Background: an optimization exercise with open tools, aiming at small area. Do not read the settings as production practice. Only simulation tests tie the RTL to the original design; equivalence was not proved. Power figures rest on the tool's default switching activity, not on a simulated workload.

--- flow/design.v ---
package nmr_seq_pkg;
	typedef logic [31:0] cycle_cnt_t;	 
	typedef logic [15:0] echo_cnt_t;	 
	typedef struct packed {
		cycle_cnt_t	pulse90;			 
		cycle_cnt_t	delay_nosig;		 
		cycle_cnt_t	pulse180;			 
		cycle_cnt_t	delay_sig;			 
		cycle_cnt_t	rx_delay;			 
		cycle_cnt_t	samples_per_echo;	 
		echo_cnt_t	echoes;				 
		logic		phase_cycle;		 
		logic [14:0]	spare;			 
	} seq_param_t;
	typedef enum logic [2:0] {
		IDLE		= 3'b000,	 
		P90			= 3'b001,	 
		DLY_NOSIG	= 3'b010,	 
		P180		= 3'b101,	 
		DLY_SIG		= 3'b110	 
	} seq_state_t;
endpackage
package nmr_acq_pkg;
	typedef logic [13:0]		adc_word_t;	 
	typedef logic signed [14:0]	iq_word_t;	 
	typedef logic signed [23:0]	acc_t;		 
	typedef logic [7:0]			dec_fact_t;	 
	typedef struct packed {
		iq_word_t	dc_sub;		 
		dec_fact_t	dec_fact;	 
	} acq_param_t;
	typedef struct packed {
		acc_t	i_sum;
		acc_t	q_sum;
	} iq_sample_t;
endpackage
module param_loader
(
	input	logic						pulseprog_clk,
	input	logic						arst_n,
	input	logic						param_req,
	output	logic						param_ack,
	input	nmr_seq_pkg::seq_param_t	seq_param,
	input	nmr_acq_pkg::acq_param_t	acq_param,
	input	logic						busy_in,	 
	output	logic						load,		 
	output	logic						run_start,	 
	output	logic [31:0]				pulse180,
	output	logic [31:0]				delay_sig,
	output	logic [31:0]				rx_delay,
	output	logic [31:0]				samples,
	output	logic						phase_cycle,
	output	nmr_acq_pkg::iq_word_t		dc_sub,
	output	nmr_acq_pkg::dec_fact_t		dec_fact
);
	assign load = param_req && !param_ack && !busy_in && !run_start;
	always_ff @(posedge pulseprog_clk or negedge arst_n)
	begin
		if (!arst_n)
		begin
			param_ack <= 1'b0;
			run_start <= 1'b0;
		end
		else
		begin
			run_start <= 1'b0;
			if (load)
				param_ack <= 1'b1;
			else if (param_ack && !param_req)
			begin
				param_ack <= 1'b0;
				run_start <= 1'b1;
			end
		end
	end
	always_ff @(posedge pulseprog_clk)
	begin
		if (load)
		begin
			pulse180    <= seq_param.pulse180;
			delay_sig   <= seq_param.delay_sig;
			rx_delay    <= seq_param.rx_delay;
			samples     <= seq_param.samples_per_echo;
			phase_cycle <= seq_param.phase_cycle;
			dc_sub      <= acq_param.dc_sub;
			dec_fact    <= acq_param.dec_fact;
		end
	end
endmodule
module cpmg_sequencer
(
	input	logic						pulseprog_clk,
	input	logic						arst_n,
	input	logic						load,			 
	input	logic [31:0]				pulse90_in,		 
	input	logic [31:0]				delay_nosig_in,
	input	logic [15:0]				echoes_in,
	input	logic						run_start,
	input	logic [31:0]				pulse180,
	input	logic [31:0]				delay_sig,
	input	logic [31:0]				rx_delay,
	input	logic [31:0]				samples,
	output	logic						tx_gate,
	output	logic						rx_en,
	output	logic						busy,
	output	logic						sample_strobe,	 
	output	logic						win_first,		 
	output	logic						pair_valid		 
);
	nmr_seq_pkg::seq_state_t	state;
	logic [31:0]	v;			 
	logic [31:0]	w;			 
	logic [15:0]	e;			 
	logic			in_p90, in_nosig, in_p180, in_sig;
	logic			v_end, w_end;
	logic			done;
	logic			last_echo;
	assign in_p90   = (state == nmr_seq_pkg::P90);
	assign in_nosig = (state == nmr_seq_pkg::DLY_NOSIG);
	assign in_p180  = (state == nmr_seq_pkg::P180);
	assign in_sig   = (state == nmr_seq_pkg::DLY_SIG);
	assign v_end     = &v;
	assign w_end     = &w;
	assign done      = in_nosig ? w_end : v_end;
	assign last_echo = (e == 16'hfffe);
	logic	w_open;		 
	logic	w_done;		 
	logic	w_start;
	logic	window;
	assign w_start = in_sig && !w_open && !w_done && w_end && (|samples);
	assign window  = w_start || (in_sig && w_open && !w_end);
	logic	v_ds, v_p180, v_keep;
	logic	w_rx, w_spe, w_keep;
	assign v_ds   = busy && done && in_p180;
	assign v_p180 = busy && done && !in_p180;
	assign v_keep = !load && !(busy && done);
	assign w_rx   = in_p180;
	assign w_spe  = w_start;
	assign w_keep = !load && !in_p180 && !w_start;
	always_ff @(posedge pulseprog_clk)
	begin
		v <= (({32{load}}   & ~pulse90_in)
		    | ({32{v_ds}}   & ~delay_sig)
		    | ({32{v_p180}} & ~pulse180)
		    | ({32{v_keep}} & v))
		   + {31'd0, busy || run_start};
		w <= (({32{load}}   & ~delay_nosig_in)
		    | ({32{w_rx}}   & ~rx_delay)
		    | ({32{w_spe}}  & ~samples)
		    | ({32{w_keep}} & w))
		   + {31'd0, in_nosig || in_sig || (in_p90 && v_end)};
		e <= (({16{load}} & ~echoes_in) | ({16{!load}} & e)) + {15'd0, in_sig && done};
	end
	always_ff @(posedge pulseprog_clk or negedge arst_n)
	begin
		if (!arst_n)
			state <= nmr_seq_pkg::IDLE;
		else if (state == nmr_seq_pkg::IDLE)
		begin
			if (run_start)
				state <= nmr_seq_pkg::P90;
		end
		else if (done)
		begin
			unique case (state)
				nmr_seq_pkg::P90:		state <= nmr_seq_pkg::DLY_NOSIG;
				nmr_seq_pkg::DLY_NOSIG:	state <= nmr_seq_pkg::P180;
				nmr_seq_pkg::P180:		state <= nmr_seq_pkg::DLY_SIG;
				default:				state <= last_echo ? nmr_seq_pkg::IDLE : nmr_seq_pkg::P180;
			endcase
		end
	end
	assign tx_gate = in_p90 || in_p180;
	assign rx_en   = in_sig;
	assign busy    = (state != nmr_seq_pkg::IDLE);
	always_ff @(posedge pulseprog_clk)
	begin
		if (!in_sig)
		begin
			w_open <= 1'b0;
			w_done <= 1'b0;
		end
		else if (w_start)
			w_open <= 1'b1;
		else if (w_open && w_end)
		begin
			w_open <= 1'b0;
			w_done <= 1'b1;
		end
	end
	logic [5:0]	win_sr;
	always_ff @(posedge pulseprog_clk or negedge arst_n)
	begin
		if (!arst_n)
			win_sr <= '0;
		else
			win_sr <= {win_sr[4:0], window};
	end
	assign sample_strobe = win_sr[4];
	assign win_first     = win_sr[4] && !win_sr[5];
	assign pair_valid    = win_sr[5];
endmodule
module iq_demod
(
	input	logic						pulseprog_clk,
	input	logic						arst_n,
	input	logic						sample_strobe,
	input	logic						win_first,		 
	input	nmr_acq_pkg::adc_word_t		adc_data,
	input	nmr_acq_pkg::iq_word_t		dc_sub,
	input	logic						phase_cycle,	 
	output	nmr_acq_pkg::iq_word_t		mag,			 
	output	logic						odd				 
);
	logic [1:0]				phase_k;	 
	logic [1:0]				k_cur;		 
	logic					neg;
	assign k_cur = win_first ? 2'd0 : phase_k;
	assign neg   = k_cur[1] ^ phase_cycle;	 
	assign mag   = ({1'b0, adc_data} ^ {15{neg}}) + (dc_sub ^ {15{!neg}}) + 15'd1;
	assign odd   = k_cur[0];
	always_ff @(posedge pulseprog_clk)
	begin
		if (sample_strobe)
			phase_k <= k_cur + 2'd1;
	end
endmodule
module iq_decimator
(
	input	logic						pulseprog_clk,
	input	logic						arst_n,
	input	nmr_acq_pkg::iq_word_t		mag,
	input	logic						odd,
	input	logic						sample_strobe,
	input	logic						win_first,	 
	input	logic						pair_valid,	 
	input	nmr_acq_pkg::dec_fact_t		dec_fact,
	input	logic						run_start,	 
	output	logic						out_req,
	input	logic						out_ack,
	output	nmr_acq_pkg::iq_sample_t	out_data,
	output	logic						overrun
);
	nmr_acq_pkg::acc_t		acc_i, acc_q;
	nmr_acq_pkg::acc_t		sum;
	nmr_acq_pkg::dec_fact_t	grp_cnt;
	nmr_acq_pkg::dec_fact_t	nxt_cnt;
	logic					grp_done;	 
	logic					clr;
	logic					pending;
	assign nxt_cnt  = grp_cnt + {7'd0, pair_valid};
	assign grp_done = pair_valid && (nxt_cnt == dec_fact);
	assign pending  = out_req || out_ack;
	logic	wr_i, wr_q;		 
	logic	keep_i, keep_q;
	assign clr    = win_first || grp_done;
	assign wr_i   = sample_strobe && !odd;
	assign wr_q   = sample_strobe &&  odd;
	assign keep_i = !clr && !wr_i;
	assign keep_q = !clr && !wr_q;
	assign sum    = (({24{!clr && !odd}} & acc_i) | ({24{!clr && odd}} & acc_q))
	              + nmr_acq_pkg::acc_t'(mag);
	always_ff @(posedge pulseprog_clk)
	begin
		if (run_start || grp_done || win_first)
			grp_cnt <= '0;
		else
			grp_cnt <= nxt_cnt;
	end
	always_ff @(posedge pulseprog_clk)
	begin
		acc_i <= ({24{wr_i}} & sum) | ({24{keep_i}} & acc_i);
		acc_q <= ({24{wr_q}} & sum) | ({24{keep_q}} & acc_q);
	end
	always_ff @(posedge pulseprog_clk or negedge arst_n)
	begin
		if (!arst_n)
		begin
			out_req <= 1'b0;
			overrun <= 1'b0;
		end
		else
		begin
			if (run_start)
				overrun <= 1'b0;
			if (grp_done && pending)
				overrun <= 1'b1;			 
			if (grp_done && !pending)
				out_req <= 1'b1;
			else if (out_req && out_ack)
				out_req <= 1'b0;
		end
	end
	always_ff @(posedge pulseprog_clk)
	begin
		if (grp_done && !pending)
		begin
			out_data.i_sum <= acc_i;
			out_data.q_sum <= acc_q;
		end
	end
endmodule
module nmr_pulseprog_top
(
	input	logic						pulseprog_clk,
	input	logic						arst_n,
	input	logic						param_req,
	output	logic						param_ack,
	input	nmr_seq_pkg::seq_param_t	seq_param,
	input	nmr_acq_pkg::acq_param_t	acq_param,
	input	nmr_acq_pkg::adc_word_t		adc_data,
	output	logic						tx_gate,
	output	logic						rx_en,
	output	logic						busy,
	output	logic						out_req,
	input	logic						out_ack,
	output	nmr_acq_pkg::iq_sample_t	out_data,
	output	logic						overrun
);
	logic						load;
	logic						run_start;
	logic [31:0]				pulse180, delay_sig, rx_delay, samples;
	logic						phase_cycle;
	nmr_acq_pkg::iq_word_t		dc_sub;
	nmr_acq_pkg::dec_fact_t		dec_fact;
	logic						sample_strobe, win_first, pair_valid;
	nmr_acq_pkg::iq_word_t		mag;
	logic						odd;
	param_loader u_param_loader
	(
		.pulseprog_clk	(pulseprog_clk),
		.arst_n			(arst_n),
		.param_req		(param_req),
		.param_ack		(param_ack),
		.seq_param		(seq_param),
		.acq_param		(acq_param),
		.busy_in		(busy),
		.load			(load),
		.run_start		(run_start),
		.pulse180		(pulse180),
		.delay_sig		(delay_sig),
		.rx_delay		(rx_delay),
		.samples		(samples),
		.phase_cycle	(phase_cycle),
		.dc_sub			(dc_sub),
		.dec_fact		(dec_fact)
	);
	cpmg_sequencer u_cpmg_sequencer
	(
		.pulseprog_clk	(pulseprog_clk),
		.arst_n			(arst_n),
		.load			(load),
		.pulse90_in		(seq_param.pulse90),
		.delay_nosig_in	(seq_param.delay_nosig),
		.echoes_in		(seq_param.echoes),
		.run_start		(run_start),
		.pulse180		(pulse180),
		.delay_sig		(delay_sig),
		.rx_delay		(rx_delay),
		.samples		(samples),
		.tx_gate		(tx_gate),
		.rx_en			(rx_en),
		.busy			(busy),
		.sample_strobe	(sample_strobe),
		.win_first		(win_first),
		.pair_valid		(pair_valid)
	);
	iq_demod u_iq_demod
	(
		.pulseprog_clk	(pulseprog_clk),
		.arst_n			(arst_n),
		.sample_strobe	(sample_strobe),
		.win_first		(win_first),
		.adc_data		(adc_data),
		.dc_sub			(dc_sub),
		.phase_cycle	(phase_cycle),
		.mag			(mag),
		.odd			(odd)
	);
	iq_decimator u_iq_decimator
	(
		.pulseprog_clk	(pulseprog_clk),
		.arst_n			(arst_n),
		.mag			(mag),
		.odd			(odd),
		.sample_strobe	(sample_strobe),
		.win_first		(win_first),
		.pair_valid		(pair_valid),
		.dec_fact		(dec_fact),
		.run_start		(run_start),
		.out_req		(out_req),
		.out_ack		(out_ack),
		.out_data		(out_data),
		.overrun		(overrun)
	);
endmodule
--- flow/flow/run.sh ---
#!/bin/bash
# Own layout flow: the standard ORFS flow (standard.sh) with two changes.
#  1. ABC maps the combinational logic with an area-oriented script
#     (flow/abc_area.script, picked by ABC_AREA 1); registers are untouched.
#  2. Port buffers use sky130_fd_sc_hd__buf_1 rather than the flow's default
#     choice (clkdlybuf4s50_1); every port still gets its buffer.
# Each step's full output stays in orfs/logs/ (ORFS writes one log per step);
# make's own output goes to flow_make.log here.
set -euo pipefail
W=$(pwd)
rm -rf "$W/scripts"
cp -r "$FLOW_HOME/scripts" "$W/scripts"
cp "$W/flow/abc_area.script" "$W/scripts/abc_area.script"
export BUFFER_PORTS_ARGS="-buffer_cell sky130_fd_sc_hd__buf_1"
sed "s|make -C |make SCRIPTS_DIR=$W/scripts -C |" standard.sh > "$W/standard_own.sh"
bash "$W/standard_own.sh" finish > "$W/flow_make.log" 2>&1
--- flow/flow/abc_area.script ---
strash
&get -n
&fraig -x
&put
dc2
dc2
strash
dch -f
amap
topo
--- flow/standard.sh ---
#!/bin/bash
# synth_recipe.tcl (not shown) runs the flow's synth.tcl, then flattens the netlist and writes it again
# the make line also repeats each setting of config.mk as NAME=value (left out here)
make -C /OpenROAD-flow-scripts/flow DESIGN_CONFIG=/design/flow/config.mk WORK_HOME=/design/flow/orfs CLKGATE_MAP_FILE= SYNTH_SCRIPT=/design/flow/synth_recipe.tcl "${@:-finish}"
--- flow/config.mk ---
export PLATFORM = sky130hd
export DESIGN_NAME = nmr_pulseprog_top
export DESIGN_NICKNAME = nmr_pulseprog_top
export VERILOG_FILES = /design/flow/design.v
export SDC_FILE = /design/flow/constraint.sdc
export NUM_CORES = 4
export LEC_CHECK = 0
export ABC_AREA = 1
export CAP_MARGIN = 20
export CORE_MARGIN = 2
export CORE_UTILIZATION = 42
export CTS_BUF_LIST = sky130_fd_sc_hd__clkbuf_16
export CTS_CLUSTER_DIAMETER = 100
export CTS_CLUSTER_SIZE = 25
export PLACE_DENSITY = 0.65
export SLEW_MARGIN = 20
--- flow/constraint.sdc ---
create_clock -name core_clock -period 10.0 [get_ports {pulseprog_clk}]
set_input_delay 2.0000 -clock core_clock [delete_from_list [all_inputs] [get_ports {pulseprog_clk}]]
set_output_delay 2.0000 -clock core_clock [all_outputs]
set_load 0.01 [all_outputs]
==> out/qor.tcl, run 1 <==
set qor(r2r-start) {u_cpmg_sequencer.win_sr[5]}
set qor(crit_path_start) {u_cpmg_sequencer.win_sr[5]}
set qor(timing.critical_path.slowest_cell_delay_ps) 580
set qor(timing.hold.worst.start) {u_cpmg_sequencer.win_sr[0]}
set qor(clock_insertion_delay_worst_skew_ps) 530
set qor(drt_iter0_markers) 645
set qor(sequentialPowerShare_pct) 48.7
set qor(initial_utilization_pct) 42.6
set qor(synth_async_sr_flop_share_pct) 3.68
set qor(num_vias) 11367
set qor(synth-edff-count) 202
set qor(worst_r2r_endpoint) {u_iq_decimator.acc_q[23]}
set qor(net-switching-power_mw) 1.40
set qor(finalSetupViolCount) 0
set qor(ys_seq_elements) 353
set qor(die_outline_area_um2) 36500
set qor(number_of_cells_produced_by_synthesis) 1364
set qor(yosys-top-cells-area) {sky130_fd_sc_hd__edfxtp_1 (41%), sky130_fd_sc_hd__dfxtp_1 (19%), sky130_fd_sc_hd__o22ai_1 (6.2%), sky130_fd_sc_hd__nor2_1 (4.8%), sky130_fd_sc_hd__clkinv_1 (3.8%)}
set qor(drc_violations_left) 0
set qor(cts_hold_buffers) 0
set qor(clock_transition_at_path_regs_ps) 100
set qor(worst_pin_slew_ps) 997
set qor(place.port_buffers) 303
set qor(cts-htree-levels) 1
set qor(leakagePower_nw) 5.84
set qor(report.final.hold_viol_count) 0
set qor(dpl.hpwl_mm) 25.8
set qor(whs_endpoint) {u_cpmg_sequencer.win_sr[1]}
set qor(vias_in_the_first_global_route) 10745
set qor(power.density_nw_per_um2) 242
set qor(num_io_pins) 319
set qor(core_area_um2) 34500
set qor(worstPathBufferInverterCount) 4
set qor(most_repeated_cell_in_the_gate_level_netlist_after_synthesis) {sky130_fd_sc_hd__edfxtp_1}
set qor(synth_commonest_cells) {sky130_fd_sc_hd__edfxtp_1 (202), sky130_fd_sc_hd__nor2_1 (186), sky130_fd_sc_hd__clkinv_1 (148)}
set qor(worst-r2r-cell-count) 52
set qor(synth_sequential_area_ratio_pct) 62.4
set qor(syn_to_final_growth_pct) 16.3
set qor(worstSetupPathType) {flip-flop to flip-flop}
set qor(grt_first_pass_wirelength_mm) 54.4
set qor(finalMaxSlewViolations) 0
set qor(whs_path_depth) 0
set qor(synth_top_cell_by_area) {sky130_fd_sc_hd__edfxtp_1}
set qor(place.gp.congestion) 0.859
set qor(critical_path_data_arrival_time_ps) 8570
set qor(timing.slew.headroom_pct) 32.6
set qor(min_period_ps) 8190
set qor(status) {no timing/DRC/antenna violations}
set qor(worstSetupStartpointType) {flip-flop}
set qor(ant_nets) 0
set qor(final_cell_area_um2) 17100
set qor(die_wd_um) 191
set qor(fin_clk_skew_ps) 16.8
set qor(grt_overflow) 0
set qor(placed_area_um2) 16500
set qor(detail_route.wirelength_mm) 35.1
set qor(root_buffer) {sky130_fd_sc_hd__clkbuf_16}
set qor(post_synth.cell_area_avg_um2) 10.8
set qor(min_period_over_period_pct) 81.9
set qor(synth.distinct_cells) 44
set qor(placementRows) 68
set qor(comb_power_share_pct) 31.0
set qor(power.share.clock_pct) 20.3
set qor(dieHeight_um) 191
set qor(synth_top_area_share_pct) 41.3
set qor(synth-warning-count) 4
set qor(numClockSinks) 353
set qor(grt_max_degree) 105
set qor(synthesis.nets) 1662
set qor(postCtsResizedCells) 0
set qor(layout.nets) 1996
set qor(cts_setup_buffers) 0
set qor(critPathSlowestCell) {sky130_fd_sc_hd__nor4bb_1}
set qor(cap_viol_max_count) 0
set qor(worstPathMaxFanout) 24
set qor(drive_above_1_share_pct) 2.22
set qor(route.detailed.wl_per_inst_um) 16.2
set qor(syn_area_um2) 14700
set qor(critPathMostFrequentCell) {sky130_fd_sc_hd__nor2_1}
set qor(synth_ff_type) {sky130_fd_sc_hd__edfxtp_1}
set qor(tritoncts.num_buffers) 18
set qor(max_freq_mhz) 122
set qor(antenna_found_initial) 7
set qor(ir_worst_vdd_v) 0.000156
set qor(global_route.usage.total_pct) 18.8
set qor(internal_power_mw) 2.73
set qor(worst_hold_path_type) {flip-flop to flip-flop}
set qor(end_kind) {flip-flop}
set qor(fill_cell_count) 3194
set qor(rsz0062_at_grt) {false}
set qor(rrSetupSlack_ps) 1810
set qor(cts_max_path_buffers) 3
set qor(critical_path_required_ps) 10380
set qor(vias_per_inst) 5.24
set qor(cpLargestDelayFamily) {simple AND/OR/NAND/NOR gates}
set qor(cts_tree) {done}
set qor(final.setup.tns_ps) 0
set qor(power_switching_share_pct) 33.9
set qor(number_of_iterations_in_the_first_detailed_routing_pass) 5
-- cells by family after synthesis --
logic type               Yosys count  synth area share [%]
AO/OA/AOI/OAI                    444                  19.2
AND/OR/NAND/NOR                  383                  11.6
adder cells (fa/ha/maj)           33                  2.86
flip-flops                       353                  62.4
XOR/XNOR                           2                 0.119
buffers and inverters            149                  3.81
-- worst max path at each step --
stage	to	slack (ps)	depth (start not counted)
2_1_floorplan	u_cpmg_sequencer.e[15]	310	18
3_3_place_gp	u_iq_decimator.acc_i[23]	1600	51
3_5_place_dp	u_iq_decimator.acc_q[23]	1440	51
6_report	u_iq_decimator.acc_q[23]	1810	52
5_1_grt	u_iq_decimator.acc_q[23]	790	52
4_1_cts	u_iq_decimator.acc_q[23]	1370	51
-- through the flow --
stage | hold slack (ps) | cells | util (%) | setup slack, ps | power (mW)
2_1_floorplan | 331 | 1364 | - | 306 | 3.00
3_3_place_gp | 337 | 2133 | 47.9 | 1600 | 3.27
5_1_grt | 373 | 2168 | 49.5 | 790 | 4.42
3_5_place_dp | 335 | 2133 | 47.9 | 1440 | 3.32
4_1_cts | 354 | 2165 | 49.5 | 1370 | 4.16
6_report | 356 | 2171 | 49.5 | 1810 | 4.12
-- cell type report --
type / count / area (um2) / share of cell area (%)
sequential: 353 / 9150 / 53.6
multi-input combinational: 862 / 4980 / 29.2
timing repair buffer: 315 / 1230 / 7.19
tap: 455 / 569 / 3.33
inverter: 148 / 561 / 3.28
clock buffer: 19 / 475 / 2.78
clock inverter: 13 / 87.6 / 0.513
antenna: 6 / 15.0 / 0.0879
-- sequential cells by signal (all words and copies together) (netlist names), 2 cells and up --
signal,flops
u_param_loader.samples,32
u_iq_demod.phase_k,2
u_cpmg_sequencer.state,3
u_iq_decimator.out_data,48
u_param_loader.pulse180,32
u_param_loader.delay_sig,32
u_iq_decimator.acc_q,24
u_param_loader.dc_sub,15
u_cpmg_sequencer.win_sr,6
u_iq_decimator.acc_i,24
u_cpmg_sequencer.v,32
u_cpmg_sequencer.w,32
u_cpmg_sequencer.e,16
u_param_loader.dec_fact,8
u_iq_decimator.grp_cnt,8
u_param_loader.rx_delay,32
-- cells in the final DEF (no fill, tap or decap), types with 3 or more instances in the layout --
cell type                     n
sky130_fd_sc_hd__o221a_1      5
sky130_fd_sc_hd__nor2_1     186
sky130_fd_sc_hd__or4_1        4
sky130_fd_sc_hd__diode_2      6
sky130_fd_sc_hd__clkinv_1   148
sky130_fd_sc_hd__inv_1        9
sky130_fd_sc_hd__a31oi_1     20
sky130_fd_sc_hd__buf_4       12
sky130_fd_sc_hd__o221ai_1    11
sky130_fd_sc_hd__o21ai_0     62
sky130_fd_sc_hd__a21o_1      20
sky130_fd_sc_hd__nand3_1     19
sky130_fd_sc_hd__nand4_1     25
sky130_fd_sc_hd__ha_1        32
sky130_fd_sc_hd__nor4_1      10
sky130_fd_sc_hd__and3_1      10
sky130_fd_sc_hd__buf_1      303
sky130_fd_sc_hd__or2_0       11
sky130_fd_sc_hd__nand2_1     84
sky130_fd_sc_hd__a211oi_1     3
sky130_fd_sc_hd__or3_1        3
sky130_fd_sc_hd__dfrtp_1     13
sky130_fd_sc_hd__nor3_1       7
sky130_fd_sc_hd__edfxtp_1   202
sky130_fd_sc_hd__a21oi_1     86
sky130_fd_sc_hd__nand2b_1    10
sky130_fd_sc_hd__a311oi_1    19
sky130_fd_sc_hd__dfxtp_1    138
sky130_fd_sc_hd__nor2b_1      5
sky130_fd_sc_hd__a22oi_1      9
sky130_fd_sc_hd__o22ai_1    145
sky130_fd_sc_hd__clkbuf_16   19
sky130_fd_sc_hd__o21a_1      53
-- metal layers --
metal | GRT usage [%] | share of wire (%) | vias up
li1 | - | - | 5791
met4 | 4.80 | 1.9 | 6
met3 | 3.82 | 6.7 | 46
met5 | 0 | 0.11 | -
met2 | 31.8 | 48 | 324
met1 | 24.6 | 44 | 5200
-- power groups by stage --
stage	logic (mW)	registers, mW	clock network [mW]
after CTS	1.28	2.01	0.865
after global placement	1.24	2.03	0
after global routing	1.46	2.04	0.919
after detailed placement	1.28	2.04	0
final	1.28	2.01	0.837
after floorplan	0.985	2.01	0
==> run 2: changes to the inputs <==
==> flow/flow/abc_area.script (replaced) <==
strash
&get -n
&fraig -x
&put
dc2
dc2
strash
&get -n
&dch -f
&nf -p -a -R 100 -F 8 -A 8
&put
==> out/qor.tcl, run 2 <==
set qor(root_buffer) {sky130_fd_sc_hd__clkbuf_16}
set qor(max_freq_mhz) 126
set qor(largest_register) {u_iq_decimator.out_data}
set qor(num_io_pins) 319
set qor(grt_max_degree) 98
set qor(end_kind) {flip-flop}
set qor(most_repeated_cell_in_the_gate_level_netlist_after_synthesis) {sky130_fd_sc_hd__edfxtp_1}
set qor(number_of_cells_produced_by_synthesis) 1182
set qor(place.port_buffers) 303
set qor(report.final.hold_viol_count) 0
set qor(synth.distinct_cells) 44
set qor(worst_hold_path_type) {flip-flop to flip-flop}
set qor(synth_commonest_cells) {sky130_fd_sc_hd__edfxtp_1 (202), sky130_fd_sc_hd__dfxtp_1 (138), sky130_fd_sc_hd__nor2_1 (99)}
set qor(synth-warning-count) 4
set qor(drc_violations_left) 0
set qor(drive_above_1_share_pct) 3.97
set qor(dpl.hpwl_mm) 24.6
set qor(ys_seq_elements) 353
set qor(critical_path_required_ps) 10400
set qor(ir_worst_vdd_v) 0.000180
set qor(cts_tree) {done}
set qor(number_of_iterations_in_the_first_detailed_routing_pass) 5
set qor(global_route.usage.total_pct) 18.2
set qor(clock_transition_at_path_regs_ps) 100
set qor(synth_top_cell_by_area) {sky130_fd_sc_hd__edfxtp_1}
set qor(die_wd_um) 190
set qor(fin_clk_skew_ps) 18.9
set qor(route.detailed.wl_per_inst_um) 17.0
set qor(cap_viol_max_count) 0
set qor(initial_utilization_pct) 42.4
set qor(place.gp.congestion) 0.826
set qor(largest_register_ffs) 48
set qor(critPathMostFrequentCell) {sky130_fd_sc_hd__a21oi_1}
set qor(cts_setup_buffers) 0
set qor(worst_pin_slew_ps) 1050
set qor(critical_path_data_arrival_time_ps) 8320
set qor(min_period_over_period_pct) 79.2
set qor(synth_top_area_share_pct) 41.6
set qor(leakagePower_nw) 6.05
set qor(final_cell_area_um2) 17100
set qor(post_synth.cell_area_avg_um2) 12.3
set qor(final.setup.tns_ps) 0
set qor(rsz0062_at_grt) {false}
set qor(synthesis.nets) 1480
set qor(worstSetupStartpointType) {flip-flop}
set qor(mostFrequentLayoutCell) {sky130_fd_sc_hd__buf_1}
set qor(critPathSlowestCell) {sky130_fd_sc_hd__a2111oi_0}
set qor(detail_route.wirelength_mm) 33.9
set qor(tritoncts.num_buffers) 18
set qor(synth-edff-count) 202
set qor(cts-htree-levels) 1
set qor(timing.critical_path.slowest_cell_delay_ps) 670
set qor(ant_nets) 0
set qor(post-route-worst-setup-slack_ps) 2080
set qor(power.density_nw_per_um2) 227
set qor(finalSetupViolCount) 0
set qor(grt_overflow) 0
set qor(antenna_found_initial) 8
set qor(synth_ff_type) {sky130_fd_sc_hd__edfxtp_1}
set qor(cts_max_path_buffers) 3
set qor(min_period_ps) 7920
set qor(most_used_cells_in_the_layout_excluding_fill_and_tap_cells) {sky130_fd_sc_hd__buf_1 (303), sky130_fd_sc_hd__edfxtp_1 (202), sky130_fd_sc_hd__dfxtp_1 (138), sky130_fd_sc_hd__nor2_1 (97), sky130_fd_sc_hd__a21oi_1 (68)}
set qor(finalMaxSlewViolations) 0
set qor(synth_sequential_area_ratio_pct) 62.8
set qor(timing.slew.headroom_pct) 30.2
set qor(core_area_um2) 34400
set qor(num_vias) 10504
set qor(synth_async_sr_flop_share_pct) 3.68
set qor(placementRows) 68
set qor(numClockSinks) 353
set qor(clock_insertion_delay_worst_skew_ps) 530
set qor(vias_per_inst) 5.26
set qor(status) {no timing/DRC/antenna violations}
set qor(pre_cts_ws_ps) 1990
set qor(worstSetupPathType) {flip-flop to flip-flop}
set qor(vias_in_the_first_global_route) 10364
set qor(drt_iter0_markers) 595
set qor(die_outline_area_um2) 36200
set qor(placed_area_um2) 16500
set qor(worstPathMaxFanout) 24
set qor(cts_hold_buffers) 0
set qor(postCtsResizedCells) 0
set qor(grt_first_pass_wirelength_mm) 52.6
set qor(yosys-top-cells-area) {sky130_fd_sc_hd__edfxtp_1 (42%), sky130_fd_sc_hd__dfxtp_1 (19%), sky130_fd_sc_hd__a22o_1 (4.0%), sky130_fd_sc_hd__xor2_1 (3.5%), sky130_fd_sc_hd__xnor2_1 (3.2%)}
set qor(syn_area_um2) 14600
set qor(syn_to_final_growth_pct) 17.1
set qor(dieHeight_um) 190
set qor(finalPower_mw) 3.88
set qor(layout.nets) 1821
[run 2: cell types whose count changed after synthesis, sizes merged, moves of 44 or more]
cell	change
o21a	-44
clkinv	-116
o22ai	-91
nor2	-87
xor2	+56
a22o	+66
xnor2	+53
[run 2: power by group]
group,internal [mW],switching [mW]
sequential,1.82,0.133
combinational,0.442,0.670
clock,0.352,0.459
total,2.62,1.26
[run 2: final timing paths]
| kind | start | to | slack [ps] | depth (start not counted) |
|---|---|---|---|---|
| worst max-delay path | u_cpmg_sequencer.win_sr[5] | u_iq_decimator.acc_i[23] | 2080 | 38 |
| worst min-delay path | u_cpmg_sequencer.win_sr[3] | u_cpmg_sequencer.win_sr[4] | 360 | 0 |
| worst max register to register | u_cpmg_sequencer.win_sr[5] | u_iq_decimator.acc_i[23] | 2080 | 38 |
| worst min register to register | u_cpmg_sequencer.win_sr[3] | u_cpmg_sequencer.win_sr[4] | 360 | 0 |
| max in group asynchronous | arst_n | u_iq_decimator.overrun | 7970 | 1 |
| min in group asynchronous | arst_n | u_iq_decimator.out_req | 1520 | 1 |
[run 2: per-layer routing]
metal  GRT usage [%]  routed length [um]
met4            5.49                 979
met3            3.77                2040
met2            31.8               16400
met1            22.9               14400
met5               0                  57
[run 2: area by class of cell]
class	instances	area [um2]
Fill cell	3118	17300
Sequential cell	353	9150
Multi-Input combinational cell	797	5390
Timing Repair Buffer	321	1270
Tap cell	455	569
Clock buffer	19	475
Inverter	32	125
Clock inverter	13	63.8
Antenna cell	6	15.0
[run 2: cell families (layout without fill, tap and decap cells)]
kind of cell    Yosys count  after routing  synth area share (%)
compound gates          345            345                  16.0
xor+xnor                111            111                  6.67
fa+ha+maj                33             33                  2.89
buf+inv                  32            385                 0.824
flops                   353            353                  62.8
mux                       8              8                 0.550
other cells               0              6                     0
simple gates            300            300                  10.3
[run 2: per-stage QoR]
stage | std cells | utilization, % | hold slack (ps)
finish | 1996 | 49.7 | 357
global route | 1991 | 49.6 | 374
CTS | 1990 | 49.6 | 363
detailed placement | 1958 | 48.0 | 339
global placement | 1958 | 48.0 | 338
floorplan | 1182 | - | 331
[run 2: worst max-delay path: cells and delay by family (launching register included)]
family	cells	cell delay, ps
flip-flops	1	440
AO/OA/AOI/OAI	25	4880
adder cells (fa/ha/maj)	3	760
XOR/XNOR	3	520
AND/OR/NAND/NOR	5	840
buffers and inverters	2	340
==> run 3: changes to the inputs <==
--- a/flow/config.mk
+++ b/flow/config.mk
@@ -13,3 +13,3 @@
 export CTS_CLUSTER_DIAMETER = 100
-export CTS_CLUSTER_SIZE = 25
+export CTS_CLUSTER_SIZE = 28
 export PLACE_DENSITY = 0.65
==> out/qor.tcl, run 3 <==
set qor(ys_seq_elements) 353
set qor(vias_in_the_first_global_route) 10307
set qor(numClockSinks) 353
set qor(worstSetupPathType) {flip-flop to flip-flop}
set qor(grt_overflow) 0
set qor(whs_path_depth) 0
set qor(final_cell_area_um2) 17000
set qor(initial_utilization_pct) 42.4
set qor(synth_top_area_share_pct) 41.6
set qor(end_kind) {flip-flop}
set qor(ant_nets) 0
set qor(drc_violations_left) 0
set qor(global_route.usage.total_pct) 18.2
set qor(min_period_over_period_pct) 79.4
set qor(yosys-top-cells-area) {sky130_fd_sc_hd__edfxtp_1 (42%), sky130_fd_sc_hd__dfxtp_1 (19%), sky130_fd_sc_hd__a22o_1 (4.0%), sky130_fd_sc_hd__xor2_1 (3.5%), sky130_fd_sc_hd__xnor2_1 (3.2%)}
set qor(placementRows) 68
set qor(synthesis.nets) 1480
set qor(largest_register_ffs) 48
set qor(syn_to_final_growth_pct) 16.7
set qor(cts_hold_buffers) 0
set qor(clock_insertion_delay_worst_skew_ps) 520
set qor(final_core_utilization_pct) 49.5
set qor(clock_transition_at_path_regs_ps) 110
set qor(finalMaxSlewViolations) 0
set qor(die_wd_um) 190
set qor(pre_cts_ws_ps) 1990
set qor(synth-edff-count) 202
set qor(min_period_ps) 7940
set qor(max_freq_mhz) 126
set qor(cap_viol_max_count) 0
set qor(dieHeight_um) 190
set qor(num_vias) 10499
set qor(status) {no timing/DRC/antenna violations}
set qor(cts_max_path_buffers) 3
set qor(synth_sequential_area_ratio_pct) 62.8
set qor(timing.hold.worst.start) {u_cpmg_sequencer.win_sr[1]}
set qor(die_outline_area_um2) 36200
set qor(report.final.hold_viol_count) 0
set qor(worst_hold_path_type) {flip-flop to flip-flop}
set qor(critPathSlowestCell) {sky130_fd_sc_hd__a2111oi_0}
set qor(antenna_found_initial) 8
set qor(worstSetupStartpointType) {flip-flop}
set qor(critical_path_required_ps) 10400
set qor(route.detailed.wl_per_inst_um) 16.9
set qor(r2r-start) {u_cpmg_sequencer.win_sr[5]}
set qor(core_area_um2) 34400
set qor(synth_top_cell_by_area) {sky130_fd_sc_hd__edfxtp_1}
set qor(rsz0062_at_grt) {false}
set qor(ir_worst_vdd_v) 0.000151
set qor(place_inst) 1958
set qor(cts_setup_buffers) 0
set qor(timing.critical_path.slowest_cell_delay_ps) 660
set qor(synth.distinct_cells) 44
set qor(worst-r2r-cell-count) 38
set qor(finalSetupViolCount) 0
set qor(fin_clk_skew_ps) 13.6
set qor(place.gp.congestion) 0.826
set qor(critical_path_data_arrival_time_ps) 8340
set qor(post-route-worst-setup-slack_ps) 2060
set qor(critPathMostFrequentCell) {sky130_fd_sc_hd__a21oi_1}
set qor(root_buffer) {sky130_fd_sc_hd__clkbuf_16}
set qor(most_used_cells_in_the_layout_excluding_fill_and_tap_cells) {sky130_fd_sc_hd__buf_1 (303), sky130_fd_sc_hd__edfxtp_1 (202), sky130_fd_sc_hd__dfxtp_1 (138), sky130_fd_sc_hd__nor2_1 (97), sky130_fd_sc_hd__a21oi_1 (68)}
set qor(power.density_nw_per_um2) 225
set qor(detail_route.wirelength_mm) 33.8
set qor(num_io_pins) 319
set qor(grt_first_pass_wirelength_mm) 52.5
set qor(number_of_cells_produced_by_synthesis) 1182
set qor(crit_path_start) {u_cpmg_sequencer.win_sr[5]}
set qor(synth_ff_type) {sky130_fd_sc_hd__edfxtp_1}
set qor(synth_async_sr_flop_share_pct) 3.68
set qor(timing.slew.headroom_pct) 31.3
set qor(drive_above_1_share_pct) 3.85
set qor(place.port_buffers) 303
set qor(dpl.hpwl_mm) 24.6
set qor(final.setup.tns_ps) 0
set qor(final_cells) 1994
set qor(fill_cell_count) 3120
set qor(placed_area_um2) 16500
set qor(worst_pin_slew_ps) 1030
set qor(cts-htree-levels) 1
set qor(drt_iter0_markers) 524
set qor(grt_max_degree) 98
set qor(synth_commonest_cells) {sky130_fd_sc_hd__edfxtp_1 (202), sky130_fd_sc_hd__dfxtp_1 (138), sky130_fd_sc_hd__nor2_1 (99)}
set qor(layout.nets) 1819
set qor(post_synth.cell_area_avg_um2) 12.3
set qor(number_of_iterations_in_the_first_detailed_routing_pass) 5
set qor(postCtsResizedCells) 0
set qor(mostFrequentLayoutCell) {sky130_fd_sc_hd__buf_1}
set qor(worstPathMaxFanout) 24
set qor(synth-warning-count) 4
set qor(leakagePower_nw) 6.01
set qor(largest_register) {u_iq_decimator.out_data}
set qor(tritoncts.num_buffers) 16
set qor(syn_area_um2) 14600
set qor(cts_tree) {done}
set qor(vias_per_inst) 5.27
set qor(most_repeated_cell_in_the_gate_level_netlist_after_synthesis) {sky130_fd_sc_hd__edfxtp_1}
[run 3: cell families after synthesis]
logic type / Yosys count / synth area share [%]
AOI/OAI and AO/OA: 345 / 16.0
xor gates and xnor gates: 111 / 6.67
adders and majority gates: 33 / 2.89
buffers and inverters: 32 / 0.824
DFF: 353 / 62.8
muxes: 8 / 0.550
and+or+nand+nor: 300 / 10.3
[run 3: report_power, final]
group          switching, mW  total [mW]  internal [mW]
clock                  0.445       0.759          0.314
sequential             0.132        1.96           1.82
combinational          0.670        1.11          0.442
[run 3: worst paths after layout]
check                      slack [ps]                    endpoint
max reg2reg                      2060    u_iq_decimator.acc_i[23]
min                               360  u_cpmg_sequencer.win_sr[2]
max                              2060    u_iq_decimator.acc_i[23]
min in group asynchronous        1530   u_cpmg_sequencer.state[2]
max in group asynchronous        7970      u_iq_decimator.overrun
min reg2reg                       360  u_cpmg_sequencer.win_sr[2]
[run 3: critical path, delay by kind of cell, from the launching register on]
kind / cells / cell delay, ps
compound gates: 25 / 4890
simple gates: 5 / 850
fa+ha+maj: 3 / 760
xor+xnor: 3 / 520
flops: 1 / 450
buf+inv: 2 / 340
[run 3: metrics by stage]
stage / hold WS (ps) / power (mW)
after global routing: 374 / 4.06
after detailed placement: 339 / 3.10
final: 362 / 3.83
after CTS: 365 / 3.86
after floorplan: 331 / 2.81
after global placement: 338 / 3.06
[run 3: final cells by class]
cell class	instances	area, um2	share of cell area, %
Antenna cell	8	20.0	0.118
Clock buffer	17	425	2.50
Clock inverter	11	47.5	0.280
Inverter	32	125	0.736
Multi-Input combinational cell	797	5390	31.7
Sequential cell	353	9150	53.8
Tap cell	455	569	3.35
Timing Repair Buffer	321	1270	7.48
[run 3: per-layer routing]
metal | vias up | track usage [%] | share of wire, %
li1 | 5220 | - | -
met1 | 4936 | 22.8 | 43
met2 | 283 | 31.7 | 48
met3 | 52 | 3.63 | 6.0
met4 | 8 | 5.66 | 2.9
met5 | - | 0 | 0.17
==> run 4: changes to the inputs <==
--- a/flow/config.mk
+++ b/flow/config.mk
@@ -11,5 +11,5 @@
 export CORE_UTILIZATION = 42
-export CTS_BUF_LIST = sky130_fd_sc_hd__clkbuf_16
-export CTS_CLUSTER_DIAMETER = 100
-export CTS_CLUSTER_SIZE = 28
+export CTS_BUF_LIST = sky130_fd_sc_hd__clkbuf_8
+export CTS_CLUSTER_DIAMETER = 70
+export CTS_CLUSTER_SIZE = 16
 export PLACE_DENSITY = 0.65
==> out/qor.tcl, run 4 <==
set qor(crit_path_start) {u_cpmg_sequencer.win_sr[5]}
set qor(post_synth.cell_area_avg_um2) 12.3
set qor(r2r-start) {u_cpmg_sequencer.win_sr[5]}
set qor(synth_ff_type) {sky130_fd_sc_hd__edfxtp_1}
set qor(worst_hold_path_type) {flip-flop to flip-flop}
set qor(cts_tree) {done}
set qor(synthesis.nets) 1480
set qor(yosys-top-cells-area) {sky130_fd_sc_hd__edfxtp_1 (42%), sky130_fd_sc_hd__dfxtp_1 (19%), sky130_fd_sc_hd__a22o_1 (4.0%), sky130_fd_sc_hd__xor2_1 (3.5%), sky130_fd_sc_hd__xnor2_1 (3.2%)}
set qor(cap_viol_max_count) 0
set qor(synth_top_cell_by_area) {sky130_fd_sc_hd__edfxtp_1}
set qor(initial_utilization_pct) 42.4
set qor(tritoncts.num_buffers) 29
set qor(cts_hold_buffers) 0
set qor(synth_top_area_share_pct) 41.6
set qor(leakagePower_nw) 6.09
set qor(synth-warning-count) 4
set qor(synth_async_sr_flop_share_pct) 3.68
set qor(holdWs_ps) 357
set qor(finalPower_mw) 3.87
set qor(die_outline_area_um2) 36200
set qor(whs_path_depth) 0
set qor(finalSetupViolCount) 0
set qor(final.setup.tns_ps) 0
set qor(root_buffer) {sky130_fd_sc_hd__clkbuf_8}
set qor(core_area_um2) 34400
set qor(postCtsResizedCells) 0
set qor(critical_path_data_arrival_time_ps) 8350
set qor(finalMaxSlewViolations) 0
set qor(cts_setup_buffers) 0
set qor(critical_path_required_ps) 10480
set qor(global_route.usage.total_pct) 18.3
set qor(report.final.hold_viol_count) 0
set qor(worst_pin_slew_ps) 1040
set qor(status) {no timing/DRC/antenna violations}
set qor(antenna_found_initial) 8
set qor(cts-htree-levels) 1
set qor(layout.nets) 1832
set qor(die_wd_um) 190
set qor(largest_register) {u_iq_decimator.out_data}
set qor(drive_above_1_share_pct) 4.95
set qor(timing.critical_path.slowest_cell_delay_ps) 670
set qor(num_vias) 10613
set qor(min_period_over_period_pct) 78.7
set qor(worst-r2r-cell-count) 38
set qor(critPathSlowestCell) {sky130_fd_sc_hd__a2111oi_0}
set qor(syn_to_final_growth_pct) 17.4
set qor(fill_cell_count) 3124
set qor(drc_violations_left) 0
set qor(rsz0062_at_grt) {false}
set qor(timing.slew.headroom_pct) 30.9
set qor(place.gp.congestion) 0.826
set qor(post-route-worst-setup-slack_ps) 2130
set qor(place.port_buffers) 303
set qor(synth_commonest_cells) {sky130_fd_sc_hd__edfxtp_1 (202), sky130_fd_sc_hd__dfxtp_1 (138), sky130_fd_sc_hd__nor2_1 (99)}
set qor(end_kind) {flip-flop}
set qor(numClockSinks) 353
set qor(placementRows) 68
set qor(power.density_nw_per_um2) 226
set qor(route.detailed.wl_per_inst_um) 16.8
set qor(grt_overflow) 0
set qor(min_period_ps) 7870
set qor(ys_seq_elements) 353
set qor(cts_max_path_buffers) 3
set qor(pre_cts_ws_ps) 1990
set qor(vias_per_inst) 5.26
set qor(synth-edff-count) 202
set qor(synth_sequential_area_ratio_pct) 62.8
set qor(fin_clk_skew_ps) 30.5
set qor(number_of_iterations_in_the_first_detailed_routing_pass) 5
set qor(num_io_pins) 319
set qor(most_repeated_cell_in_the_gate_level_netlist_after_synthesis) {sky130_fd_sc_hd__edfxtp_1}
set qor(clock_insertion_delay_worst_skew_ps) 610
set qor(worstSetupPathType) {flip-flop to flip-flop}
set qor(clock_transition_at_path_regs_ps) 90
set qor(drt_iter0_markers) 548
set qor(mostFrequentLayoutCell) {sky130_fd_sc_hd__buf_1}
set qor(number_of_cells_produced_by_synthesis) 1182
set qor(max_freq_mhz) 127
set qor(dpl.hpwl_mm) 24.6
set qor(largest_register_ffs) 48
set qor(synth.distinct_cells) 44
set qor(worstSetupStartpointType) {flip-flop}
set qor(vias_in_the_first_global_route) 10442
set qor(grt_max_degree) 98
set qor(ant_nets) 0
set qor(critPathMostFrequentCell) {sky130_fd_sc_hd__a21oi_1}
set qor(worstPathMaxFanout) 24
set qor(dieHeight_um) 190
set qor(syn_area_um2) 14600
set qor(timing.hold.worst.start) {u_cpmg_sequencer.win_sr[1]}
set qor(most_used_cells_in_the_layout_excluding_fill_and_tap_cells) {sky130_fd_sc_hd__buf_1 (303), sky130_fd_sc_hd__edfxtp_1 (202), sky130_fd_sc_hd__dfxtp_1 (138), sky130_fd_sc_hd__nor2_1 (97), sky130_fd_sc_hd__a21oi_1 (68)}
set qor(ir_worst_vdd_v) 0.000154
set qor(grt_first_pass_wirelength_mm) 53.0
set qor(detail_route.wirelength_mm) 34.0
==> run 4: kinds of logic (layout without fill, tap and decap cells) <==
| family | after synthesis | after routing | share of synthesized area [%] |
|---|---|---|---|
| muxes | 8 | 8 | 0.550 |
| DFF | 353 | 353 | 62.8 |
| buffers and inverters | 32 | 406 | 0.824 |
| adders and majority gates | 33 | 33 | 2.89 |
| xor gates and xnor gates | 111 | 111 | 6.67 |
| and+or+nand+nor | 300 | 300 | 10.3 |
| AOI/OAI and AO/OA | 345 | 345 | 16.0 |
| other | 0 | 6 | 0 |
==> run 4: path summary, 6_finish.rpt <==
check | slack [ps] | to
max | 2130 | u_iq_decimator.acc_i[23]
min | 360 | u_cpmg_sequencer.win_sr[2]
max reg2reg | 2130 | u_iq_decimator.acc_i[23]
min reg2reg | 360 | u_cpmg_sequencer.win_sr[2]
max in group asynchronous | 8040 | u_cpmg_sequencer.win_sr[5]
min in group asynchronous | 1440 | u_cpmg_sequencer.state[2]
==> run 4: worst max-delay path, delay by kind of cell (launching register included) <==
family | cells | cell delay (ps)
xor+xnor | 3 | 530
compound gates | 25 | 4870
flops | 1 | 440
fa+ha+maj | 3 | 760
simple gates | 5 | 840
buf+inv | 2 | 340
==> run 4: report_power, final <==
group | switching (mW) | internal, mW
Combinational | 0.670 | 0.442
Clock | 0.487 | 0.318
Sequential | 0.132 | 1.82
==> run 4: per-layer routing <==
metal / track usage (%) / vias up / routed length [um]
li1: - / 5251 / -
met1: 22.8 / 4990 / 14300
met2: 31.9 / 299 / 16400
met3: 4.09 / 65 / 2160
met4: 5.49 / 8 / 971
met5: 0 / - / 57
==> run 4: area by class of cell <==
cell class,count,area [um2],area share [%]
well taps,455,569,3.33
clock buffers,30,413,2.41
clock inverters,23,161,0.944
multi-input cells,797,5390,31.5
repair buffers,321,1270,7.44
inverters,32,125,0.732
flip-flops and latches,353,9150,53.5
diodes,6,15.0,0.0878
==> run 4: metrics by stage <==
stage,instance area (um2),instances,utilization [%]
global placement,16500,1958,48.0
global route,17100,2012,49.7
finish,17100,2017,49.8
CTS,17100,2011,49.7
floorplan,14600,1182,-
detailed placement,16500,1958,48.0
==> run 5: changes to the inputs <==
--- a/flow/design.v
+++ b/flow/design.v
@@ -121,6 +121,6 @@
 	assign in_sig   = (state == nmr_seq_pkg::DLY_SIG);
-	assign v_end     = &v;
-	assign w_end     = &w;
+	assign v_end     = ~|v;
+	assign w_end     = ~|w;
 	assign done      = in_nosig ? w_end : v_end;
-	assign last_echo = (e == 16'hfffe);
+	assign last_echo = (e == 16'd1);
 	logic	w_open;		 
@@ -141,13 +141,13 @@
 	begin
-		v <= (({32{load}}   & ~pulse90_in)
-		    | ({32{v_ds}}   & ~delay_sig)
-		    | ({32{v_p180}} & ~pulse180)
+		v <= (({32{load}}   & pulse90_in)
+		    | ({32{v_ds}}   & delay_sig)
+		    | ({32{v_p180}} & pulse180)
 		    | ({32{v_keep}} & v))
-		   + {31'd0, busy || run_start};
-		w <= (({32{load}}   & ~delay_nosig_in)
-		    | ({32{w_rx}}   & ~rx_delay)
-		    | ({32{w_spe}}  & ~samples)
+		   - {31'd0, busy || run_start};
+		w <= (({32{load}}   & delay_nosig_in)
+		    | ({32{w_rx}}   & rx_delay)
+		    | ({32{w_spe}}  & samples)
 		    | ({32{w_keep}} & w))
-		   + {31'd0, in_nosig || in_sig || (in_p90 && v_end)};
-		e <= (({16{load}} & ~echoes_in) | ({16{!load}} & e)) + {15'd0, in_sig && done};
+		   - {31'd0, in_nosig || in_sig || (in_p90 && v_end)};
+		e <= (({16{load}} & echoes_in) | ({16{!load}} & e)) - {15'd0, in_sig && done};
 	end
--- a/flow/config.mk
+++ b/flow/config.mk
@@ -11,5 +11,5 @@
 export CORE_UTILIZATION = 42
-export CTS_BUF_LIST = sky130_fd_sc_hd__clkbuf_8
-export CTS_CLUSTER_DIAMETER = 70
-export CTS_CLUSTER_SIZE = 16
+export CTS_BUF_LIST = sky130_fd_sc_hd__clkbuf_16
+export CTS_CLUSTER_DIAMETER = 100
+export CTS_CLUSTER_SIZE = 28
 export PLACE_DENSITY = 0.65
==> out/qor.tcl, run 5 <==
set qor(global_route.usage.total_pct) 18.7
set qor(dpl.hpwl_mm) 24.8
set qor(final_cell_area_um2) 17200
set qor(cts_tree) {done}
set qor(syn_area_um2) 14600
set qor(most_repeated_cell_in_the_gate_level_netlist_after_synthesis) {sky130_fd_sc_hd__edfxtp_1}
set qor(max_freq_mhz) 129
set qor(dieHeight_um) 191
set qor(worst_hold_path_type) {flip-flop to flip-flop}
set qor(drt_iter0_markers) 812
set qor(fin_clk_skew_ps) 28.3
set qor(grt_first_pass_wirelength_mm) 53.9
set qor(report.final.hold_viol_count) 0
set qor(placed_area_um2) 16700
set qor(postCtsResizedCells) 0
set qor(die_wd_um) 191
set qor(cts_setup_buffers) 0
set qor(finalSetupViolCount) 0
set qor(rsz0062_at_grt) {false}
set qor(vias_in_the_first_global_route) 10445
set qor(worstSetupPathType) {input pin to flip-flop}
set qor(synth.distinct_cells) 47
set qor(clock_insertion_delay_worst_skew_ps) 520
set qor(area.sequential_um2) 9150
set qor(clock_transition_at_path_regs_ps) 110
set qor(worst-r2r-cell-count) 39
set qor(post_synth.cell_area_avg_um2) 12.4
set qor(syn_to_final_growth_pct) 17.4
set qor(drc_violations_left) 0
set qor(end_kind) {flip-flop}
set qor(worst_pin_slew_ps) 1050
set qor(synth_ff_type) {sky130_fd_sc_hd__edfxtp_1}
set qor(synth_async_sr_flop_share_pct) 3.68
set qor(number_of_iterations_in_the_first_detailed_routing_pass) 10
set qor(rrSetupSlack_ps) 2480
set qor(synth_commonest_cells) {sky130_fd_sc_hd__edfxtp_1 (202), sky130_fd_sc_hd__nand2_1 (159), sky130_fd_sc_hd__dfxtp_1 (138)}
set qor(finalMaxSlewViolations) 0
set qor(initial_utilization_pct) 42.5
set qor(timing.slew.headroom_pct) 29.7
set qor(power.density_nw_per_um2) 219
set qor(cts_hold_buffers) 0
set qor(place.port_buffers) 303
set qor(synth_top_area_share_pct) 41.5
set qor(route.detailed.wl_per_inst_um) 17.2
set qor(fill_cell_count) 3084
set qor(place.gp.congestion) 0.826
set qor(ys_seq_elements) 353
set qor(root_buffer) {sky130_fd_sc_hd__clkbuf_16}
set qor(grt_overflow) 0
set qor(synth-warning-count) 4
set qor(layout.nets) 1816
set qor(cts-htree-levels) 1
set qor(whs_endpoint) {u_cpmg_sequencer.win_sr[1]}
set qor(timing.hold.worst.start) {u_cpmg_sequencer.win_sr[0]}
set qor(drive_above_1_share_pct) 4.39
set qor(critical_path_data_arrival_time_ps) 8200
set qor(area_of_the_multi_input_gates_um2) 5550
set qor(status) {no timing/DRC/antenna violations}
set qor(most_used_cells_in_the_layout_excluding_fill_and_tap_cells) {sky130_fd_sc_hd__buf_1 (303), sky130_fd_sc_hd__edfxtp_1 (202), sky130_fd_sc_hd__nand2_1 (158), sky130_fd_sc_hd__dfxtp_1 (138), sky130_fd_sc_hd__a22o_1 (68)}
set qor(worst_r2r_endpoint) {u_iq_decimator.acc_q[23]}
set qor(final_cells) 1987
set qor(largest_register_ffs) 48
set qor(place_inst) 1955
set qor(critical_path_required_ps) 10430
set qor(num_vias) 10718
set qor(synth-edff-count) 202
set qor(worstSetupStartpointType) {input pin}
set qor(antenna_found_initial) 7
set qor(core_area_um2) 34500
set qor(cts_max_path_buffers) 3
set qor(numClockSinks) 353
set qor(largest_register) {u_iq_decimator.out_data}
set qor(die_outline_area_um2) 36300
set qor(synthesis.nets) 1479
set qor(vias_per_inst) 5.39
set qor(placementRows) 68
set qor(ant_nets) 0
set qor(number_of_cells_produced_by_synthesis) 1181
set qor(min_period_over_period_pct) 77.6
set qor(grt_max_degree) 105
set qor(yosys-top-cells-area) {sky130_fd_sc_hd__edfxtp_1 (41%), sky130_fd_sc_hd__dfxtp_1 (19%), sky130_fd_sc_hd__a222oi_1 (4.2%), sky130_fd_sc_hd__nand2_1 (4.1%), sky130_fd_sc_hd__a22o_1 (4.1%)}
set qor(ir_worst_vdd_v) 0.000147
set qor(worstPathMaxFanout) 32
set qor(mostFrequentLayoutCell) {sky130_fd_sc_hd__buf_1}
set qor(leakagePower_nw) 6.23
set qor(min_period_ps) 7760
set qor(r2r-start) {u_cpmg_sequencer.win_sr[5]}
set qor(num_io_pins) 319
set qor(tritoncts.num_buffers) 16
set qor(whs_path_depth) 0
set qor(synth_top_cell_by_area) {sky130_fd_sc_hd__edfxtp_1}
set qor(synth_sequential_area_ratio_pct) 62.6
set qor(cap_viol_max_count) 0
set qor(detail_route.wirelength_mm) 34.1
## run 5: changes by cell type after synthesis, sizes merged, moves of 15 or more
cell | before | now
nand2 | 48 | 159
a222oi | 0 | 62
nor2 | 99 | 42
o22ai | 54 | 2
a211o | 32 | 0
a21oi | 68 | 47
mux2i | 8 | 25
nand4 | 30 | 13
nor4 | 14 | 31
or3 | 1 | 16
## run 5: layout make-up
class,count,area share (%)
diodes,5,0.0729
flip-flops and latches,353,53.3
well taps,455,3.32
repair buffers,319,7.40
inverters,37,0.809
multi-input cells,791,32.3
clock inverters,10,0.262
clock buffers,17,2.48
## run 5: report_power, final
group	total, mW	switching, mW	leakage, nW	internal (mW)
registers	1.98	0.143	3.16	1.83
logic	1.02	0.630	2.81	0.393
clock network	0.755	0.441	0.264	0.314
## run 5: cells by family (layout without fill, tap and decap cells)
| group | after synthesis | count (layout) | synth area share [%] |
|---|---|---|---|
| AO/OA/AOI/OAI | 265 | 265 | 13.5 |
| XOR/XNOR | 101 | 101 | 6.05 |
| adder cells (fa/ha/maj) | 33 | 33 | 2.87 |
| buffers and inverters | 37 | 383 | 0.949 |
| flip-flops | 353 | 353 | 62.6 |
| multiplexers | 26 | 26 | 1.79 |
| other | 0 | 5 | 0 |
| AND/OR/NAND/NOR | 366 | 366 | 12.2 |
## run 5: how the worst max path moves through the flow
stage	endpoint	startpoint	slack, ps	cells after the start
6_report	u_cpmg_sequencer.w[31]	param_req	2240	23
5_1_grt	u_iq_decimator.acc_i[23]	u_cpmg_sequencer.win_sr[5]	1390	39
3_5_place_dp	u_cpmg_sequencer.w[31]	param_req	1740	23
3_3_place_gp	u_cpmg_sequencer.w[31]	param_req	1800	23
2_1_floorplan	u_cpmg_sequencer.w[31]	param_req	-1740	21
4_1_cts	u_cpmg_sequencer.w[31]	param_req	2240	23
## run 5: routing by layer
layer / up-vias / share of wire (%) / track usage (%)
li1: 5225 / - / -
met1: 5067 / 43 / 24.6
met2: 359 / 47 / 30.7
met3: 63 / 6.4 / 3.63
met4: 4 / 3.4 / 6.80
met5: - / 0.082 / 0
## run 5: critical path, cell delays in order
cell and delay, ps:
sky130_fd_sc_hd__buf_1 170, sky130_fd_sc_hd__nand2_4 80, sky130_fd_sc_hd__nor2_4 590, sky130_fd_sc_hd__nor3_2 60, sky130_fd_sc_hd__buf_4 270, sky130_fd_sc_hd__a222oi_1 310
sky130_fd_sc_hd__nand2_1 150, sky130_fd_sc_hd__nor3b_2 230, sky130_fd_sc_hd__or3b_1 400, sky130_fd_sc_hd__or2_1 260, sky130_fd_sc_hd__nor4_2 210, sky130_fd_sc_hd__nand3_1 130
sky130_fd_sc_hd__or3_1 360, sky130_fd_sc_hd__or3_1 360, sky130_fd_sc_hd__or3_1 370, sky130_fd_sc_hd__or3_1 360, sky130_fd_sc_hd__or3_1 390, sky130_fd_sc_hd__or3_1 370
sky130_fd_sc_hd__or3_4 420, sky130_fd_sc_hd__nor3_4 170, sky130_fd_sc_hd__nand4_1 190, sky130_fd_sc_hd__nor3_2 170, sky130_fd_sc_hd__xor2_1 150
## run 5: through the flow
stage	setup TNS [ps]	setup WS [ps]	power, mW	utilization, %	hold slack, ps
after floorplan	-24970	-1740	2.77	-	331
after global placement	0	1800	3.00	48.4	337
after detailed placement	0	1740	3.03	48.4	336
after CTS	0	2240	3.79	49.8	362
after global routing	0	1390	4.00	49.8	369
final	0	2240	3.75	49.8	359
==> run 6: changes to the inputs <==
==> flow/flow/abc_area.script (replaced) <==
strash
&get -n
&fraig -x
&put
dc2
dc2
strash
dch -f
amap
topo
==> out/qor.tcl, run 6 <==
set qor(status) {no timing/DRC/antenna violations}
set qor(detail_route.wirelength_mm) 35.1
set qor(fin_clk_skew_ps) 24.6
set qor(ir_worst_vdd_v) 0.000137
set qor(mostFrequentLayoutCell) {sky130_fd_sc_hd__buf_1}
set qor(synth_top_area_share_pct) 41.6
set qor(sequentialPowerShare_pct) 55.9
set qor(synth_ff_type) {sky130_fd_sc_hd__edfxtp_1}
set qor(worstPathMaxFanout) 24
set qor(comb_power_share_pct) 21.2
set qor(timing.hold.worst.start) {u_cpmg_sequencer.win_sr[0]}
set qor(cts_setup_buffers) 0
set qor(clock_transition_at_path_regs_ps) 110
set qor(cap_viol_max_count) 0
set qor(global_route.usage.total_pct) 18.8
set qor(syn_to_final_growth_pct) 16.0
set qor(finalMaxSlewViolations) 0
set qor(synth-warning-count) 4
set qor(synth-edff-count) 202
set qor(max_freq_mhz) 118
set qor(largest_register_ffs) 48
set qor(num_io_pins) 319
set qor(largest_register) {u_iq_decimator.out_data}
set qor(worst-r2r-cell-count) 51
set qor(worstPathBufferInverterCount) 4
set qor(clock_insertion_delay_worst_skew_ps) 520
set qor(synth_sequential_area_ratio_pct) 62.8
set qor(dieHeight_um) 190
set qor(route.detailed.wl_per_inst_um) 16.7
set qor(layout.nets) 1936
set qor(initial_utilization_pct) 42.4
set qor(number_of_iterations_in_the_first_detailed_routing_pass) 5
set qor(critical_path_required_ps) 10370
set qor(ys_seq_elements) 353
set qor(finalSetupViolCount) 0
set qor(grt_max_degree) 97
set qor(grt_overflow) 0
set qor(critical_path_data_arrival_time_ps) 8810
set qor(dpl.hpwl_mm) 25.5
set qor(syn_area_um2) 14600
set qor(end_kind) {flip-flop}
set qor(synth_top_cell_by_area) {sky130_fd_sc_hd__edfxtp_1}
set qor(root_buffer) {sky130_fd_sc_hd__clkbuf_16}
set qor(antenna_found_initial) 5
set qor(placementRows) 68
set qor(power.density_nw_per_um2) 197
set qor(cts_tree) {done}
set qor(cts-htree-levels) 1
set qor(min_period_over_period_pct) 84.4
set qor(numClockSinks) 353
set qor(rsz0062_at_grt) {false}
set qor(drc_violations_left) 0
set qor(most_used_cells_in_the_layout_excluding_fill_and_tap_cells) {sky130_fd_sc_hd__buf_1 (303), sky130_fd_sc_hd__edfxtp_1 (202), sky130_fd_sc_hd__clkinv_1 (158), sky130_fd_sc_hd__dfxtp_1 (138), sky130_fd_sc_hd__nor2_1 (126)}
set qor(rrSetupSlack_ps) 1560
set qor(critPathSlowestCell) {sky130_fd_sc_hd__nor4_1}
set qor(core_area_um2) 34400
set qor(die_wd_um) 190
set qor(timing.critical_path.slowest_cell_delay_ps) 480
set qor(whs_path_depth) 0
set qor(num_vias) 11340
set qor(tritoncts.num_buffers) 16
set qor(finalPower_mw) 3.33
set qor(power_switching_share_pct) 29.2
set qor(most_repeated_cell_in_the_gate_level_netlist_after_synthesis) {sky130_fd_sc_hd__edfxtp_1}
set qor(post_synth.cell_area_avg_um2) 11.2
set qor(worst_r2r_endpoint) {u_iq_decimator.acc_i[23]}
set qor(timing.slew.headroom_pct) 32.7
set qor(final.setup.tns_ps) 0
set qor(vias_per_inst) 5.38
set qor(postCtsResizedCells) 0
set qor(min_period_ps) 8440
set qor(drive_above_1_share_pct) 2.43
set qor(synth_commonest_cells) {sky130_fd_sc_hd__edfxtp_1 (202), sky130_fd_sc_hd__clkinv_1 (159), sky130_fd_sc_hd__dfxtp_1 (138)}
set qor(place.port_buffers) 303
set qor(vias_in_the_first_global_route) 10867
set qor(synth_async_sr_flop_share_pct) 3.68
set qor(drt_iter0_markers) 721
set qor(yosys-top-cells-area) {sky130_fd_sc_hd__edfxtp_1 (42%), sky130_fd_sc_hd__dfxtp_1 (19%), sky130_fd_sc_hd__o22ai_1 (5.3%), sky130_fd_sc_hd__clkinv_1 (4.1%), sky130_fd_sc_hd__nor2_1 (3.3%)}
set qor(r2r-start) {u_cpmg_sequencer.win_sr[5]}
set qor(internal_power_mw) 2.35
set qor(grt_first_pass_wirelength_mm) 54.5
set qor(report.final.hold_viol_count) 0
set qor(net-switching-power_mw) 0.971
set qor(die_outline_area_um2) 36200
set qor(synthesis.nets) 1602
set qor(worst_pin_slew_ps) 1010
set qor(critPathMostFrequentCell) {sky130_fd_sc_hd__nor2_1}
set qor(ant_nets) 0
set qor(power.share.clock_pct) 22.9
set qor(cts_max_path_buffers) 3
set qor(number_of_cells_produced_by_synthesis) 1304
set qor(worstSetupStartpointType) {flip-flop}
set qor(cpLargestDelayFamily) {simple AND/OR/NAND/NOR gates}
set qor(cts_hold_buffers) 0
set qor(synth.distinct_cells) 42
set qor(worstSetupPathType) {flip-flop to flip-flop}
set qor(worst_hold_path_type) {flip-flop to flip-flop}
set qor(place.gp.congestion) 0.839
set qor(whs_endpoint) {u_cpmg_sequencer.win_sr[1]}
set qor(leakagePower_nw) 5.77
[run 6: stage by stage]
step	hold slack, ps	utilization, %	worst slack, ps	cells	cell area, um2
final	359	49.2	1560	2107	16900
after global routing	365	49.2	688	2105	16900
after CTS	360	49.2	1480	2103	16900
after detailed placement	335	47.8	1500	2075	16400
after global placement	332	47.8	1610	2075	16400
after floorplan	331	-	870	1304	14600
[run 6: power by group through the flow]
stage,sequential [mW],clock (mW),combinational [mW]
after floorplan,1.85,0,0.539
after global placement,1.89,0,0.678
after detailed placement,1.89,0,0.705
after CTS,1.86,0.787,0.707
after global routing,1.88,0.832,0.806
final,1.86,0.763,0.704
[run 6: layout make-up]
type,instances,area (um2)
timing repair buffer,317,1240
tap,455,569
multi-input combinational,791,4860
fill,3174,17500
sequential,353,9150
inverter,159,604
clock buffer,17,425
clock inverter,11,48.8
antenna,4,10.0
[run 6: worst max-delay path by stage]
stage	start	endpoint	cells past startpoint
after global placement	adc_data[0]	u_iq_decimator.acc_q[23]	47
after global routing	u_cpmg_sequencer.win_sr[5]	u_iq_decimator.acc_i[23]	51
after CTS	u_cpmg_sequencer.win_sr[5]	u_iq_decimator.acc_i[23]	51
final	u_cpmg_sequencer.win_sr[5]	u_iq_decimator.acc_i[23]	51
after detailed placement	adc_data[0]	u_iq_decimator.acc_i[23]	47
after floorplan	param_req	u_cpmg_sequencer.w[30]	34
[run 6: per-layer routing]
| layer | share of wire [%] | global-route usage (%) | wire, um |
|---|---|---|---|
| met5 | 0.080 | 0 | 28 |
| met4 | 2.4 | 5.37 | 826 |
| met3 | 6.7 | 3.50 | 2360 |
| met2 | 49 | 32.5 | 17100 |
| met1 | 42 | 24.1 | 14800 |
[run 6: worst register-to-register path: cells and delay by family (launching register included)]
family                     cells  cell delay, ps
AOI/OAI and AO/OA             17            2940
buffers and inverters          4             760
DFF                            1             400
adders and majority gates      3             690
and+or+nand+nor               27            3550
[run 6: cells by family (layout without fill, tap and decap cells)]
logic type                 after synthesis  in the layout  share of synthesized area, %
other                                    0              4                             0
and+or+nand+nor                        361            361                          11.0
adders and majority gates               33             33                          2.88
xor gates and xnor gates                 3              3                         0.180
DFF                                    353            353                          62.8
buffers and inverters                  160            504                          4.12
AOI/OAI and AO/OA                      394            394                          19.0

-- static timing again, ports no longer ideal --
How much do the figures lean on ideal ports? The routed layouts below were timed once more, with nothing changed but the port constraints. Step 1 sets driving cells, clkbuf_16 on the clock port and buf_2 on the other inputs (assumed; they add their load-dependent delay and slew). Step 2 moves the port delays by t, midway between the first and last clock arrival at a register: inputs arrive t later, outputs are due t later. That takes back most of the time a late clock gives input paths. a / b / c = no drivers / after step 1 / after step 2; a / b = the first two.
run	t, ns	setup slack, ns	worst register clock-pin slew, ns	worst data-port slew with drivers (ns)
run 1	0.571	1.809 / 1.809 / 1.809	0.10 / 0.10	0.10
run 2	0.568	2.079 / 2.079 / 2.079	0.10 / 0.10	0.10
run 3	0.564	2.058 / 2.058 / 2.058	0.11 / 0.11	0.10
run 4	0.640	2.133 / 2.133 / 2.133	0.10 / 0.10	0.10
run 5	0.559	2.237 / 2.226 / 1.667	0.11 / 0.11	0.08
run 6	0.564	1.559 / 1.559 / 1.559	0.11 / 0.11	0.10
After both steps setup and hold are still met in every run listed. The setup slack of run 5, which loses most, moves by -0.011 ns with the drivers and by -0.570 ns with both steps.
